Background: an optimization exercise with open tools, aiming at small area, a short achievable clock period and few clock cycles per item. Do not read the settings as production practice.
Only simulation tests tie the RTL to the original design; equivalence was not proved.

Design audio_spike_detector, start of the top module:
module audio_spike_detector
(
  input  wire logic        clk_i,
  input  wire logic        rst_ni,
  input  wire logic        cfg_we_i,
  input  wire logic [1:0]  cfg_idx_i,
  input  wire logic [15:0] cfg_data_i,
  input  wire logic        s_axis_tvalid,
  output logic             s_axis_tready,
  input  wire logic [23:0] s_axis_tdata,
  output logic             m_axis_tvalid,
  input  wire logic        m_axis_tready,
  output logic [15:0]      m_axis_tdata,
  output logic             m_axis_tuser
);
  localparam int DivBits = 3;                
  localparam int DivCyc  = 12 / DivBits;     
  localparam int PhBits  = $clog2(DivCyc + 2);
  logic [15:0] hold_q, lper_q;
  logic [9:0]  frac_q;
  logic [6:0]  pavg_q;
  logic        v2_q;       
  logic        dv2_q;      
  logic [11:0] smp2_q;
  logic [7:0]  dt2_q;
  logic [15:0] htmr_q, ptmr_q;
  logic [11:0] peak_q;
  logic [18:0] sum_q;      
  logic [6:0]  cnt_q;      
  logic [11:0] avg_q;
  logic [22:0] prod_q;     
  logic [PhBits-1:0] ph_q;
  logic              mul_q;    
  logic              mreq_q;   
  logic ov0_q, ov1_q;
  logic os0_q, os1_q;
  logic spkd_q;                
  logic pop, push, push_spk, s2_fire, acc_ok, acc, drained;
  logic run_last, div_last, adv;
  assign pop      = ov0_q && m_axis_tready;
  ...
==> flow/config.mk <==
export PLATFORM = sky130hd
export DESIGN_NAME = audio_spike_detector
export DESIGN_NICKNAME = audio_spike_detector
export VERILOG_FILES = /design/flow/design.v
export SDC_FILE = /design/flow/constraint.sdc
export NUM_CORES = 4
export LEC_CHECK = 0
export ABC_AREA = 1
export CAP_MARGIN = 20
export CORE_MARGIN = 2
export CORE_UTILIZATION = 60
export PLACE_DENSITY = 0.75
export SETUP_SLACK_MARGIN = 2.9
export SLEW_MARGIN = 20
==> flow/constraint.sdc <==
create_clock -name core_clock -period 6.5 [get_ports {clk_i}]
set_input_delay 1.3000 -clock core_clock [delete_from_list [all_inputs] [get_ports {clk_i}]]
set_output_delay 1.3000 -clock core_clock [all_outputs]
set_load 0.01 [all_outputs]
standard.sh (not shown) runs the stock make flow with config.mk's settings and CLKGATE_MAP_FILE= SYNTH_SCRIPT=/design/flow/synth_recipe.tcl, a recipe that flattens the netlist after the stock synthesis.
==> flow/flow/run.sh <==
#!/bin/bash
# Standard layout, with the adders left to ABC instead of the platform's full/half adder cells.
set -euo pipefail
bash standard.sh ADDER_MAP_FILE= finish > make_finish.log 2>&1
The first run completed without violations.
Testbench counts at the start, summed over its fixed seeds: cycles 12,031, items 8,000.
Next try:
==> flow/flow/run.sh (replaced) <==
#!/bin/bash
# Standard layout, with the adders left to ABC instead of the platform's full/half adder cells
# and ABC's area script replaced by flow/abc_area.script (area mapping under a delay target).
set -euo pipefail
work=$(pwd)
mkdir -p "$work/scripts"
for f in "$FLOW_HOME"/scripts/*; do ln -sf "$f" "$work/scripts/"; done
rm -f "$work/scripts/abc_area.script"
cp "$work/flow/abc_area.script" "$work/scripts/abc_area.script"
bash standard.sh ADDER_MAP_FILE= SCRIPTS_DIR="$work/scripts" finish > make_finish.log 2>&1
==> flow/flow/abc_area.script (new file) <==
strash
dch
map -D 2600
topo
stime -c
buffer -c
upsize -D 2600
dnsize -D 2600
- CORE_UTILIZATION: 60 -> 40
- PLACE_DENSITY: 0.75 -> default
Worst hold slack stays flat.
Design area rose by roughly a tenth.
Count of clock-buffer cells in the layout grows by 2.
Cell count came out lower by a few percent.
Synthesized area fell by roughly a tenth.
Global-route usage came out lower by 8.3 points.
Next try:
==> flow/flow/run.sh (replaced) <==
#!/bin/bash
# Standard layout, with the adders left to ABC instead of the platform's full/half adder cells,
# and the port buffers made from buf_2 cells.
set -euo pipefail
export BUFFER_PORTS_ARGS="-buffer_cell sky130_fd_sc_hd__buf_2"
bash standard.sh ADDER_MAP_FILE= "BUFFER_PORTS_ARGS=-buffer_cell sky130_fd_sc_hd__buf_2" finish > make_finish.log 2>&1
removed: flow/flow/abc_area.script
After rerunning: Critical path depth goes down by 15; synthesized cell count goes up by 22%.

## re-timing with driven ports
The results above use ideal ports. As a check the final layouts listed here were re-extracted and re-timed, cells and wires unchanged.
Step 1 assumes that a clkbuf_16 drives the clock port and a buf_2 every other input.
Step 2 times the ports against the registers' clock, not the clock port: input delays grow and output delays shrink by t, the midpoint of the rising clock arrivals with the driver on.
Three values: ideal ports, drivers, drivers and shift; two values: the first two.
run	t, ns	setup slack, ns	clock arrival spread, ns	worst slew at a driven data input, ns
the first run	0.498	3.024 / 3.049 / 2.551	0.018 / 0.019	0.04
the second run	0.489	2.647 / 2.647 / 2.208	0.016 / 0.017	0.07
the third run	0.514	3.142 / 3.088 / 2.689	0.013 / 0.013	0.04
After both steps setup and hold are still met in every run listed. For the first run, which loses most, drivers alone change the setup slack by +0.025 ns; drivers and shift together by -0.473 ns.
